This design comes from an exercise in tuning for small area and a short achievable clock period on the open sky130 flow, not from production work. No run shown here included a check of the RTL's function; only the layout flow was run.

==> flow/design.v, too long to show whole: its modules and the start of the top module <==
// module iq_integrate_dump: 517 lines
// module iq_demod_lpf: 74 lines
// module iq_mix_tree: 529 lines
module iq_demod_lpf
#(
  parameter int IN_W  = iq_demod_pkg::DEF_IN_W,
  parameter int CAR_W = iq_demod_pkg::DEF_CAR_W,
  parameter int DECIM = iq_demod_pkg::DEF_DECIM,
  parameter int OUT_W = iq_demod_pkg::DEF_OUT_W,
  parameter int SHIFT = iq_demod_pkg::DEF_SHIFT
) (
  input  logic                    clk,
  input  logic                    reset_n,
  input  logic                    sample_en,
  input  logic                    sym_start,
  input  logic signed [IN_W-1:0]  y_in,
  input  logic signed [CAR_W-1:0] i_car,
  input  logic signed [CAR_W-1:0] q_car,
  output logic signed [OUT_W-1:0] i_out,
  output logic signed [OUT_W-1:0] q_out,
  output logic                    out_valid,
  output logic                    overflow
);
  // ...
==> flow/flow/run.sh <==
#!/bin/bash
set -euo pipefail
bash standard.sh SETUP_SLACK_MARGIN=5.8 "BUFFER_PORTS_ARGS=-buffer_cell sky130_fd_sc_hd__buf_2" finish > layout.log 2>&1
==> flow/standard.sh <==
#!/bin/bash
# synth_recipe.tcl (not shown) runs the flow's synth.tcl, then flattens the netlist and writes it again
# the make line also repeats each setting of config.mk as NAME=value (left out here)
make -C /OpenROAD-flow-scripts/flow DESIGN_CONFIG=/design/flow/config.mk WORK_HOME=/design/flow/orfs CLKGATE_MAP_FILE= SYNTH_SCRIPT=/design/flow/synth_recipe.tcl "${@:-finish}"
==> flow/config.mk <==
export PLATFORM = sky130hd
export DESIGN_NAME = iq_demod_lpf
export DESIGN_NICKNAME = iq_demod_lpf
export VERILOG_FILES = /design/flow/design.v
export SDC_FILE = /design/flow/constraint.sdc
export NUM_CORES = 4
export LEC_CHECK = 0
export ABC_AREA = 1
export CAP_MARGIN = 20
export CORE_MARGIN = 2
export CORE_UTILIZATION = 40
export CTS_BUF_LIST = sky130_fd_sc_hd__clkbuf_8
export CTS_CLUSTER_SIZE = 24
export PLACE_DENSITY = 0.6
export SLEW_MARGIN = 20
==> flow/constraint.sdc <==
create_clock -name core_clock -period 10.5 [get_ports {clk}]
set_input_delay 2.1000 -clock core_clock [delete_from_list [all_inputs] [get_ports {clk}]]
set_output_delay 2.1000 -clock core_clock [all_outputs]
set_load 0.01 [all_outputs]
==> reports/metrics.yaml, run 1 <==
status: "timing/DRC/antenna clean"
clock_skew_ps: 41.3
slowest_delay_ps: 590
core_area_um2: 103000
holdWs_ps: 446
final.period_utilization_pct: 46.0
setup_viol: 0
fp-row-count: 118
clkTransAtPathRegs_ps: 60
grt_util_met1_pct: 32.9
cts_tree: "done"
tightest_slew_ps: 1140
yosysMostFrequentCell: "inv_1"
grtUsageTotal_pct: 24.7
grt_pass1_wl_um: 202000
fmax_mhz: 207
grt.met2_usage_pct: 38.0
grt_max_degree: 69
num-nets-final: 5502
synth_warnings: 2
ant_nets: 0
avgSynthCellArea_um2: 9.08
synth_edf_count: 0
vias_per_cell: 5.25
hp-start: "u_int_i.data_q[3]"
dominant_cells: "multi-input gates"
startpoint_type: "register"
worstReg2RegStart: "prod_i_q[107]"
timing.rr.end: "u_int_i.data_q[1]"
startpoint: "prod_i_q[107]"
grt_pass1_vias: 33800
cp-end-kind: "register"
syn-cell-area_um2: 41700
synthAdderAreaFrac_pct: 33.4
synth-compound-area-share_pct: 11.2
drv_cap: 0
antenna_found_initial: 19
top_regs: "prod_q_q (168), prod_i_q (167)"
dp_slack_ps: 4030
==> inputs of run 2 (changes only) <==
==> flow/flow/run.sh (replaced) <==
#!/bin/bash
set -euo pipefail
bash standard.sh SETUP_SLACK_MARGIN=5.5 "BUFFER_PORTS_ARGS=-buffer_cell sky130_fd_sc_hd__buf_2" finish > layout.log 2>&1
==> reports/metrics.yaml, run 2 <==
status: "timing/DRC/antenna clean"
top_regs: "prod_q_q (168), prod_i_q (167)"
path_max_fanout: 24
io_pins: 126
synth_top_area_cell: "fa_1"
drt_wl_total_um: 129000
grtUsageTotal_pct: 24.1  # -0.57 points
grt_pass1_wl_um: 199000  # -1.5%
drive_above_1_share_pct: 14.4
synth_seq_cells: 494
layout_common_cells: "inv_1, xor2_1, fa_1"
gp_congestion: 0.898
cts.path.max_buffers: 3
dr.pass1.iters: 6
crit_arrival_ps: 5610
yosys-top-cells-area: "fa_1, dfxtp_1, xor2_1"
vias_per_cell: 5.27  # +0.38%
grt_pass1_vias: 33400  # -1.3%
slew_violations: 0
reg2reg_slack_ps: 5670
drv_cap: 0  # unchanged
syn_to_final_growth_pct: 12.7
syn_nets: 5430
place_inst: 5854
portBuffers: 125
final_common_cell: "inv_1"
drc_errors: 0
avgSynthCellArea_um2: 9.08  # unchanged
cts_tree: "done"
crit_required_ps: 11140
synthXorXnorAreaFrac_pct: 12.7
cts_buffers: 89
hold_viol_final: 0
fin_setup_tns_ps: 0
ant_nets: 0  # unchanged
synthArstFlopShare_pct: 0
path_cells: "buf_2 > inv_1 > a21oi_2 > o21ai_4 > buf_4 > o22ai_1 > xor2_1 > fa_1 > inv_1 > fa_1 > inv_1 > fa_1 > inv_1"
fillerInstances: 9853
ys_types: 40
fp-row-count: 118  # unchanged
fp.dieW_um: 327
cp_common_cell: "inv_1"
relSlewSlack_pct: 17.3
ctsRootBufferMaster: "clkbuf_8"
min_path_type: "reg -> reg"
antenna_found_initial: 19  # unchanged
synth_edf_count: 0  # unchanged
synth_top_area_share_pct: 28.0
cp-end-kind: "register"
synth_top_family_by_area: "adder cells"
top_register: "prod_q_q"
seq_area_frac_synth_pct: 23.7
cts_max_level: 3
vias: 32000
rsz0062_at_grt: "true"
setup_viol: 0  # unchanged
synth_simple_gate_area_share_pct: 6.40
grt_max_degree: 88  # +28%
synth_common_cells: "inv_1, xor2_1, fa_1, o22ai_1, dfxtp_1"
slowest_delay_ps: 540  # -50 ps
rr_worst_depth: 29
fin_cells: 6075
synthAdderAreaFrac_pct: 33.4  # unchanged
yosysMostFrequentCell: "inv_1"
core_area_um2: 103000  # unchanged
path_class: "in -> reg"
crit_path_top_delay_cell: "fa_1"
syn-cell-area_um2: 41700  # unchanged
synth_mux_area_share_pct: 0
largest_reg_flops: 168
die_y_um: 327
num-nets-final: 5455  # -0.85%
clkTransAtPathRegs_ps: 60  # about the same
synth_warnings: 2  # unchanged
detail_route.wl_per_cell_um: 21.3
startpoint_type: "input pin"
ys.flop_type: "dfxtp_1"
synth-compound-area-share_pct: 11.2  # unchanged
fin_crit_ps: 4980
final.period_utilization_pct: 47.4  # +1.4 points
clock-sinks: 494
start_util_pct: 40.3
fmax_mhz: 201  # -3.0%
dpl.hpwl_um: 84400
die_area_um2: 107000
drtIter0Drc: 2860
tightest_slew_ps: 1240  # +96.9 ps
clock_skew_ps: 31.1  # -10.2 ps
syn-instance-count: 4590
grt_overflow: 0
holdPathStages: 2
clk_latency_ps: 740
run 2: changes by cell type in the layout (fill, tap and decap cells not counted), sizes merged, moves of 2 or more:
| cell | change |
|---|---|
| buf | -49 |
| bufbuf | -3 |
| bufinv | +2 |
| clkinvlp | +4 |
| diode | -3 |
| inv | -5 |
| o21ai | +4 |
run 2: area by class of cell:
cell class              instances  area, um^2  share of cell area [%]
multi-input cells            2761       27900                    59.3
diodes                         12        30.0                  0.0640
inverters                    1038        3930                    8.36
repair buffers                231        1560                    3.32
clock buffers                 110        1510                    3.22
clock inverters                49         434                   0.925
well taps                    1380        1730                    3.68
flip-flops and latches        494        9910                    21.1
run 2: worst max-delay path: cells and delay by family:
| kind | cells | cell delay [ps] |
|---|---|---|
| compound gates | 3 | 610 |
| buf+inv | 6 | 1070 |
| fa+ha+maj | 3 | 1600 |
| xor+xnor | 1 | 210 |
run 2: cells by family after synthesis:
group | after synthesis
AOI/OAI and AO/OA | 747
and+or+nand+nor | 634
xor gates and xnor gates | 605
adders and majority gates | 764
DFF | 494
buffers and inverters | 1346
run 2: timing repair:
action / CTS / global route
setup buffers: 19 / 20
hold buffers: 0 / 0
pin swaps: 47 / 110
gates resized for setup: 95 / 183
cloned: 6 / 5
setup endpoints to repair: 202 / 89
run 2: worst paths after layout:
check                       end                from
max                prod_i_q[90]             y_in[5]
min          u_int_i.data_q[16]  u_int_i.data_q[16]
max reg2reg   u_int_i.data_q[7]        prod_i_q[15]
min reg2reg  u_int_i.data_q[16]  u_int_i.data_q[16]
run 2: stage by stage:
stage | instance area [um^2] | setup WS, ps | util [%] | hold WS, ps
after floorplan | 41800 | 5510 | - | 455
after global placement | 43400 | 3710 | 41.9 | 435
after detailed placement | 43400 | 3630 | 41.9 | 434
after CTS | 46000 | 5500 | 44.4 | 452
after global routing | 47000 | 5450 | 45.4 | 466
final | 47000 | 5520 | 45.4 | 445
run 2: layer usage:
layer	track usage [%]	wire length (um)
met4	10.9	6560
met2	36.8	56000
met1	32.4	54300
met5	0	94
met3	5.98	12500

## static timing again, ports no longer ideal
The results above use ideal ports. As a check the final layouts listed here were re-extracted and re-timed, cells and wires unchanged.
Step 1 (the two cells are an assumption about what drives the block):
set clk [get_ports {clk}]
set_driving_cell -lib_cell sky130_fd_sc_hd__clkbuf_16 $clk
set_driving_cell -lib_cell sky130_fd_sc_hd__buf_2 [delete_from_list [all_inputs] $clk]
Step 2, shift: input delay + t, output delay - t, t = (earliest + latest rising clock arrival at the registers) / 2. This alone moves slack from input paths to output paths.
Slacks: ideal / step 1 / step 2; pairs: ideal / step 1.
| run | t (ns) | setup slack, ns | worst setup path at the end |
|---|---|---|---|
| run 1 | 0.797 | 5.672 / 5.672 / 5.024 | input to register |
| run 2 | 0.794 | 5.521 / 5.566 / 4.773 | input to register |
After both steps setup and hold are still met in every run listed. For run 2, which loses most, drivers alone change the setup slack by +0.045 ns; drivers and shift together by -0.748 ns.
